This is an optimization exercise on Yosys and OpenROAD, whose aim is small area, not a production implementation. At most, simulation tests tie the RTL to the original design; equivalence was not proved.

==> module conv_acc, before the edit <==
module conv_acc
(
    input  logic        clk,
    input  logic        arst_n,
    input  logic        wb_cyc,
    input  logic        wb_stb,
    input  logic        wb_we,
    input  logic [1:0]  wb_adr,
    input  logic [31:0] wb_dat_i,
    output logic        wb_ack,
    output logic [31:0] wb_dat_o
);
    logic        ack;
    logic        access;
    logic        wr_operand;
    logic        rd_result;
    logic        wr_clear;
    logic        push;
    logic        pop;
    logic        res_pop;
    logic        op_full;
    logic        op_empty_bus;
    logic        op_empty_pe;
    logic        res_empty;
    logic [3:0]  bus_lvl;
    logic [3:0]  credit;
    logic [1:0]  push_d;
    logic [4:0]  pop_d;
    logic [1:0]  rpop_d;
    logic [1:0]  pop_2;
    logic        push_2;
    logic        rpop_2;
    logic [2:0]  pe_lag;
    logic [2:0]  res_lag;
    logic        overflow;
    logic        underflow;
    logic        stat_q;
    logic        hit_q;
    logic [3:0]  count;
    logic [15:0] mem [16];
    logic [15:0] sel;
    logic [15:0] rdata;
    logic [15:0] result;
    assign access     = wb_cyc && wb_stb && !ack;
    assign wr_operand = access && wb_we && (wb_adr == 2'd0);
    assign rd_result  = access && !wb_we && (wb_adr == 2'd1);
    assign wr_clear   = access && wb_we && (wb_adr == 2'd3);
    assign pop_2   = {1'b0, pop_d[0]} + {1'b0, pop_d[1]};
    assign push_2  = push_d[0] | push_d[1];
    assign rpop_2  = rpop_d[0] | rpop_d[1];
    assign pe_lag  = {1'b0, pop_2} + {2'd0, push_2};
    assign res_lag = {1'b0, pop_2} + {2'd0, pop_d[2]} + {2'd0, pop_d[3]}
                   + {2'd0, pop_d[4]} + {2'd0, rpop_2};
    assign op_full      = bus_lvl[3];
    assign op_empty_bus = (bus_lvl == 4'd0);
    assign op_empty_pe  = (bus_lvl == {1'b0, pe_lag});
    assign res_empty    = (credit == {1'b0, res_lag});
    assign push    = wr_operand && !op_full;
    assign pop     = !op_empty_pe && !credit[3];
    assign res_pop = rd_result && !res_empty;
    assign hit_q   = rpop_d[0];
    assign count   = bus_lvl + credit - {2'd0, pop_2};
    always_ff @(posedge clk or negedge arst_n) begin
        if (!arst_n) begin
            ack     <= 1'b0;
            push_d  <= '0;
            pop_d   <= '0;
            rpop_d  <= '0;
            bus_lvl <= '0;
            credit  <= '0;
        end else begin
            ack     <= access;
            push_d  <= {push_d[0], push};
            pop_d   <= {pop_d[3:0], pop};
            rpop_d  <= {rpop_d[0], res_pop};
            bus_lvl <= bus_lvl + {3'd0, push} - {3'd0, pop_d[1]};
            credit  <= credit + {3'd0, pop} - {3'd0, rpop_d[1]};
        end
    end
    always_ff @(posedge clk) begin
        stat_q <= access && !wb_we && (wb_adr == 2'd2);
    end
    always_ff @(posedge clk or negedge arst_n) begin
        if (!arst_n) begin
            overflow  <= 1'b0;
            underflow <= 1'b0;
        end else if (wr_clear) begin
            overflow  <= 1'b0;
            underflow <= 1'b0;
        end else begin
            if (wr_operand && op_full) begin
                overflow <= 1'b1;
            end
            if (rd_result && res_empty) begin
                underflow <= 1'b1;
            end
        end
    end
    conv_mac u_mac (
        .a      (wb_dat_i[7:0]),
        .b      (wb_dat_i[15:8]),
        .p      (wb_dat_i[31:16]),
        .result (result)
    );
    always_ff @(posedge clk) begin
        if (push) begin
            mem[0] <= result;
            for (int i = 1; i < 16; i++) begin
                mem[i] <= mem[i - 1];
            end
        end
    end
    always_comb begin
        for (int i = 0; i < 16; i++) begin
            sel[i] = hit_q && (count == 4'(i + 1));
        end
    end
    always_comb begin
        rdata = '0;
        for (int i = 0; i < 16; i++) begin
            rdata = rdata | (mem[i] & {16{sel[i]}});
        end
    end
    assign wb_ack = ack;
    always_comb begin
        wb_dat_o       = '0;
        wb_dat_o[15:0] = rdata;
        wb_dat_o[3:0]  = rdata[3:0]
                       | ({4{stat_q}} & {!res_empty, op_empty_bus, underflow, overflow});
    end
endmodule
==> flow/config.mk <==
export PLATFORM = sky130hd
export DESIGN_NAME = conv_acc
export DESIGN_NICKNAME = conv_acc
export VERILOG_FILES = /design/flow/design.v
export SDC_FILE = /design/flow/constraint.sdc
export NUM_CORES = 4
export LEC_CHECK = 0
export CAP_MARGIN = 20
export CORE_MARGIN = 2
export CORE_UTILIZATION = 70
export SLEW_MARGIN = 20
==> flow/constraint.sdc <==
create_clock -name core_clock -period 7.0 [get_ports {clk}]
set_input_delay 1.4000 -clock core_clock [delete_from_list [all_inputs] [get_ports {clk}]]
set_output_delay 1.4000 -clock core_clock [all_outputs]
set_load 0.01 [all_outputs]
standard.sh (not shown) runs the stock make flow with config.mk's settings and CLKGATE_MAP_FILE= SYNTH_SCRIPT=/design/flow/synth_recipe.tcl, a recipe that flattens the netlist after the stock synthesis.
==> flow/flow/run.sh <==
#!/bin/bash
# The standard layout (standard.sh) with these changes:
#  - synthesis maps adders without the Kogge-Stone carry map and skips the
#    early ABC pass inside yosys synth, so the explicit adder tree is
#    extracted into full/half adder cells as written;
#  - the final ABC mapping uses an area-oriented script (flow/area.abc);
#  - ports are buffered with the smallest buffer instead of a delay buffer;
#  - clock tree: small clock buffers, small sink clusters, no dummy loads;
#  - the constant-zero outputs share one tie cell (from synthesis) instead of one each.
# make's full output is in flow.log, each step's in orfs/logs.
set -uo pipefail
here=$PWD
export SYNTH_OPERATIONS_ARGS="-noabc"
export BUFFER_PORTS_ARGS="-buffer_cell sky130_fd_sc_hd__buf_1"
export FLOW_SYNTH_TCL=$here/synth_recipe.tcl
export MY_ABC_SCRIPT=$here/flow/area.abc
export SKIP_REPAIR_TIE_FANOUT=1
export CTS_ARGS="-sink_clustering_enable -repair_clock_nets -dont_use_dummy_load -buf_list sky130_fd_sc_hd__clkbuf_4 -sink_clustering_size 10 -sink_clustering_max_diameter 35"
sed "s#SYNTH_SCRIPT=[^ ]*#SYNTH_SCRIPT=$here/flow/my_synth.tcl#" standard.sh > my_standard.sh
bash my_standard.sh > flow.log 2>&1
==> flow/flow/area.abc <==
&get -n
&st
&dch
&nf -R 1000
&put
==> flow/flow/my_synth.tcl <==
# Wraps the standard flow's synthesis script; only the final ABC mapping script changes
# (area-oriented &dch/&nf mapping of the combinational logic). Registers,
# their names and cell types are left exactly as the standard synthesis.
proc abc {args} {
  set i [lsearch -exact $args -script]
  if {$i >= 0} { lset args [expr {$i + 1}] $::env(MY_ABC_SCRIPT) }
  yosys abc {*}$args
}
source $::env(FLOW_SYNTH_TCL)
The starting point ran to the end with no violations.
Next try:
--- a/flow/design.v
+++ b/flow/design.v
@@ -304,26 +304,31 @@
     assign res_empty    = (credit == {1'b0, res_lag});
     assign push    = wr_operand && !op_full;
     assign pop     = !op_empty_pe && !credit[3];
     assign res_pop = rd_result && !res_empty;
     assign hit_q   = rpop_d[0];
-    assign count   = bus_lvl + credit - {2'd0, pop_2};
     always_ff @(posedge clk or negedge arst_n) begin
         if (!arst_n) begin
             ack     <= 1'b0;
             push_d  <= '0;
             pop_d   <= '0;
             rpop_d  <= '0;
             bus_lvl <= '0;
             credit  <= '0;
+            count   <= '0;
         end else begin
             ack     <= access;
             push_d  <= {push_d[0], push};
             pop_d   <= {pop_d[3:0], pop};
             rpop_d  <= {rpop_d[0], res_pop};
             bus_lvl <= bus_lvl + {3'd0, push} - {3'd0, pop_d[1]};
             credit  <= credit + {3'd0, pop} - {3'd0, rpop_d[1]};
+            if (push) begin
+                count <= count + 4'd1;
+            end else if (hit_q) begin
+                count <= count - 4'd1;
+            end
         end
     end
     always_ff @(posedge clk) begin
         stat_q <= access && !wb_we && (wb_adr == 2'd2);
     end
Effect:
- worst setup slack gains 0.066 ns
- wire length rises by about 2.4%
- global-route usage goes up by 0.35 points
- sequential share of layout area increases by 0.93 points
- core utilization is lower by 0.52 points
- design area came out lower by 0.32%
- non-clock buffer count came out lower by 16
- synthesized cell count rose by 1.8%
- worst hold slack got worse by 0.029 ns
No functional check of the RTL was part of any run of this note.

========
Another version of the RTL of conv_acc (not shown whole).
Size: ~280 flip-flops, roughly 0.012 mm^2 of cells after synthesis.
==> module conv_acc, before the edit <==
module conv_acc
(
    input  logic        clk,
    input  logic        arst_n,
    input  logic        wb_cyc,
    input  logic        wb_stb,
    input  logic        wb_we,
    input  logic [1:0]  wb_adr,
    input  logic [31:0] wb_dat_i,
    output logic        wb_ack,
    output logic [31:0] wb_dat_o
);
    logic        ack;
    logic        access;
    logic        wr_operand;
    logic        rd_result;
    logic        wr_clear;
    logic        push;
    logic        pop;
    logic        res_pop;
    logic        op_full;
    logic        op_empty_bus;
    logic        op_empty_pe;
    logic        res_empty;
    logic [3:0]  bus_lvl;
    logic [3:0]  credit;
    logic [1:0]  push_d;
    logic [4:0]  pop_d;
    logic [1:0]  rpop_d;
    logic [2:0]  pe_lag;
    logic [2:0]  res_lag;
    logic        overflow;
    logic        underflow;
    logic        stat_q;
    logic        hit_q;
    logic [3:0]  count;
    logic [15:0] mem [16];
    logic [15:0] sel;
    logic [15:0] rdata;
    logic [15:0] result;
    assign access     = wb_cyc && wb_stb && !ack;
    assign wr_operand = access && wb_we && (wb_adr == 2'd0);
    assign rd_result  = access && !wb_we && (wb_adr == 2'd1);
    assign wr_clear   = access && wb_we && (wb_adr == 2'd3);
    assign pe_lag  = {2'd0, push_d[0]} + {2'd0, push_d[1]}
                   + {2'd0, pop_d[0]} + {2'd0, pop_d[1]};
    assign res_lag = {2'd0, pop_d[0]} + {2'd0, pop_d[1]} + {2'd0, pop_d[2]}
                   + {2'd0, pop_d[3]} + {2'd0, pop_d[4]}
                   + {2'd0, rpop_d[0]} + {2'd0, rpop_d[1]};
    assign op_full      = bus_lvl[3];
    assign op_empty_bus = (bus_lvl == 4'd0);
    assign op_empty_pe  = (bus_lvl == {1'b0, pe_lag});
    assign res_empty    = (credit == {1'b0, res_lag});
    assign push    = wr_operand && !op_full;
    assign pop     = !op_empty_pe && !credit[3];
    assign res_pop = rd_result && !res_empty;
    assign hit_q   = rpop_d[0];
    always_ff @(posedge clk or negedge arst_n) begin
        if (!arst_n) begin
            ack     <= 1'b0;
            stat_q  <= 1'b0;
            push_d  <= '0;
            pop_d   <= '0;
            rpop_d  <= '0;
            bus_lvl <= '0;
            credit  <= '0;
            count   <= '0;
        end else begin
            ack     <= access;
            stat_q  <= access && !wb_we && (wb_adr == 2'd2);
            push_d  <= {push_d[0], push};
            pop_d   <= {pop_d[3:0], pop};
            rpop_d  <= {rpop_d[0], res_pop};
            bus_lvl <= bus_lvl + {3'd0, push} - {3'd0, pop_d[1]};
            credit  <= credit + {3'd0, pop} - {3'd0, rpop_d[1]};
            if (push) begin
                count <= count + 4'd1;
            end else if (hit_q) begin
                count <= count - 4'd1;
            end
        end
    end
    always_ff @(posedge clk or negedge arst_n) begin
        if (!arst_n) begin
            overflow  <= 1'b0;
            underflow <= 1'b0;
        end else if (wr_clear) begin
            overflow  <= 1'b0;
            underflow <= 1'b0;
        end else begin
            if (wr_operand && op_full) begin
                overflow <= 1'b1;
            end
            if (rd_result && res_empty) begin
                underflow <= 1'b1;
            end
        end
    end
    conv_mac u_mac (
        .a      (wb_dat_i[7:0]),
        .b      (wb_dat_i[15:8]),
        .p      (wb_dat_i[31:16]),
        .result (result)
    );
    always_ff @(posedge clk) begin
        if (push) begin
            mem[0] <= result;
            for (int i = 1; i < 16; i++) begin
                mem[i] <= mem[i - 1];
            end
        end
    end
    always_comb begin
        for (int i = 0; i < 16; i++) begin
            sel[i] = hit_q && (count == 4'(i + 1));
        end
    end
    always_comb begin
        rdata = '0;
        for (int i = 0; i < 16; i++) begin
            rdata = rdata | (mem[i] & {16{sel[i]}});
        end
    end
    assign wb_ack = ack;
    always_comb begin
        wb_dat_o       = '0;
        wb_dat_o[15:0] = rdata;
        wb_dat_o[3:0]  = rdata[3:0]
                       | ({4{stat_q}} & {!res_empty, op_empty_bus, underflow, overflow});
    end
endmodule
export LEC_CHECK = 0
export CAP_MARGIN = 20
export CORE_MARGIN = 2
export CORE_UTILIZATION = 40
export SLEW_MARGIN = 20
create_clock -name core_clock -period 7.0 [get_ports {clk}]
==> flow/flow/run.sh <==
#!/bin/bash
# The standard layout (standard.sh) with these changes:
#  - synthesis maps adders without the Kogge-Stone carry map and skips the
#    early ABC pass inside yosys synth, so the explicit adder tree is
#    extracted into full/half adder cells as written;
#  - the final ABC mapping uses an area-oriented script (flow/area.abc);
#  - ports are buffered with the smallest buffer instead of a delay buffer;
#  - clock tree: small clock buffers, small sink clusters, no dummy loads.
# make's full output is in flow.log, each step's in orfs/logs.
set -uo pipefail
here=$PWD
export SYNTH_OPERATIONS_ARGS="-noabc"
export BUFFER_PORTS_ARGS="-buffer_cell sky130_fd_sc_hd__buf_1"
export FLOW_SYNTH_TCL=$here/synth_recipe.tcl
export MY_ABC_SCRIPT=$here/flow/area.abc
export CTS_ARGS="-sink_clustering_enable -repair_clock_nets -dont_use_dummy_load -buf_list sky130_fd_sc_hd__clkbuf_4 -sink_clustering_size 12 -sink_clustering_max_diameter 40"
sed "s#SYNTH_SCRIPT=[^ ]*#SYNTH_SCRIPT=$here/flow/my_synth.tcl#" standard.sh > my_standard.sh
bash my_standard.sh > flow.log 2>&1
Scripts as last shown in full above: flow/flow/area.abc, flow/flow/my_synth.tcl
The first run completed with no timing, DRC or antenna violations.
Then changed:
--- a/flow/design.v
+++ b/flow/design.v
@@ -272,10 +272,13 @@
     logic [3:0]  bus_lvl;
     logic [3:0]  credit;
     logic [1:0]  push_d;
     logic [4:0]  pop_d;
     logic [1:0]  rpop_d;
+    logic [1:0]  pop_2;
+    logic        push_2;
+    logic        rpop_2;
     logic [2:0]  pe_lag;
     logic [2:0]  res_lag;
     logic        overflow;
     logic        underflow;
     logic        stat_q;
@@ -287,48 +290,45 @@
     logic [15:0] result;
     assign access     = wb_cyc && wb_stb && !ack;
     assign wr_operand = access && wb_we && (wb_adr == 2'd0);
     assign rd_result  = access && !wb_we && (wb_adr == 2'd1);
     assign wr_clear   = access && wb_we && (wb_adr == 2'd3);
-    assign pe_lag  = {2'd0, push_d[0]} + {2'd0, push_d[1]}
-                   + {2'd0, pop_d[0]} + {2'd0, pop_d[1]};
-    assign res_lag = {2'd0, pop_d[0]} + {2'd0, pop_d[1]} + {2'd0, pop_d[2]}
-                   + {2'd0, pop_d[3]} + {2'd0, pop_d[4]}
-                   + {2'd0, rpop_d[0]} + {2'd0, rpop_d[1]};
+    assign pop_2   = {1'b0, pop_d[0]} + {1'b0, pop_d[1]};
+    assign push_2  = push_d[0] | push_d[1];
+    assign rpop_2  = rpop_d[0] | rpop_d[1];
+    assign pe_lag  = {1'b0, pop_2} + {2'd0, push_2};
+    assign res_lag = {1'b0, pop_2} + {2'd0, pop_d[2]} + {2'd0, pop_d[3]}
+                   + {2'd0, pop_d[4]} + {2'd0, rpop_2};
     assign op_full      = bus_lvl[3];
     assign op_empty_bus = (bus_lvl == 4'd0);
     assign op_empty_pe  = (bus_lvl == {1'b0, pe_lag});
     assign res_empty    = (credit == {1'b0, res_lag});
     assign push    = wr_operand && !op_full;
     assign pop     = !op_empty_pe && !credit[3];
     assign res_pop = rd_result && !res_empty;
     assign hit_q   = rpop_d[0];
+    assign count   = bus_lvl + credit - {2'd0, pop_2};
     always_ff @(posedge clk or negedge arst_n) begin
         if (!arst_n) begin
             ack     <= 1'b0;
-            stat_q  <= 1'b0;
             push_d  <= '0;
             pop_d   <= '0;
             rpop_d  <= '0;
             bus_lvl <= '0;
             credit  <= '0;
-            count   <= '0;
         end else begin
             ack     <= access;
-            stat_q  <= access && !wb_we && (wb_adr == 2'd2);
             push_d  <= {push_d[0], push};
             pop_d   <= {pop_d[3:0], pop};
             rpop_d  <= {rpop_d[0], res_pop};
             bus_lvl <= bus_lvl + {3'd0, push} - {3'd0, pop_d[1]};
             credit  <= credit + {3'd0, pop} - {3'd0, rpop_d[1]};
-            if (push) begin
-                count <= count + 4'd1;
-            end else if (hit_q) begin
-                count <= count - 4'd1;
-            end
         end
     end
+    always_ff @(posedge clk) begin
+        stat_q <= access && !wb_we && (wb_adr == 2'd2);
+    end
     always_ff @(posedge clk or negedge arst_n) begin
         if (!arst_n) begin
             overflow  <= 1'b0;
             underflow <= 1'b0;
         end else if (wr_clear) begin
Outcome:
- The new run produced a clean layout
- synthesized cell count drops by about 1.5%
- wire length drops by 0.62%
- sequential share of layout area drops by 0.74 points
- register-to-register slack gains 180 ps
- hold slack loses 16 ps
- area after synthesis drops by 1.1%
- critical path depth stays the same
- setup slack gets worse by 78 ps
- clock skew rose by 23 ps
- via count went up by 0.40%
No functional check of the RTL was part of the second run of this note.

re-timing with driven ports:
The results above use ideal ports. As a check the final layouts listed here were re-extracted and re-timed, cells and wires unchanged.
Step 1 (the two cells are an assumption about what drives the block):
set clk [get_ports {clk}]
set_driving_cell -lib_cell sky130_fd_sc_hd__clkbuf_16 $clk
set_driving_cell -lib_cell sky130_fd_sc_hd__buf_2 [delete_from_list [all_inputs] $clk]
Step 2 adds t to the input delays and takes it off the output delays; t is the mean of the earliest and latest rising clock arrival at the registers after step 1. Input paths then give back, and output paths get back, about the clock's delay inside the block.
a / b / c = ideal ports / drivers / drivers and shift; a / b = the first two.
| run | t (ns) | slack for setup (ns) | worst hold slack (ns) | worst register clock-pin slew, ns | cell pins on the clock port's net |
|---|---|---|---|---|---|
| the first run of note 1 | 0.636 | 0.191 / 0.156 / -0.423 | 0.365 / 0.365 / 0.365 | 0.10 / 0.10 | 1 |
| the second run of note 1 | 0.622 | 0.258 / 0.272 / -0.350 | 0.335 / 0.335 / 0.335 | 0.10 / 0.10 | 1 |
| the first run of note 2 | 0.644 | 0.337 / 0.350 / -0.294 | 0.385 / 0.385 / 0.385 | 0.12 / 0.12 | 1 |
| the second run of note 2 | 0.642 | 0.259 / 0.278 / -0.364 | 0.368 / 0.368 / 0.368 | 0.12 / 0.12 | 1 |
With both steps, setup timing fails in every run listed, where it was met with ideal ports. The setup slack of the first run of note 2, which loses most, moves by +0.013 ns with the drivers and by -0.631 ns with both steps.
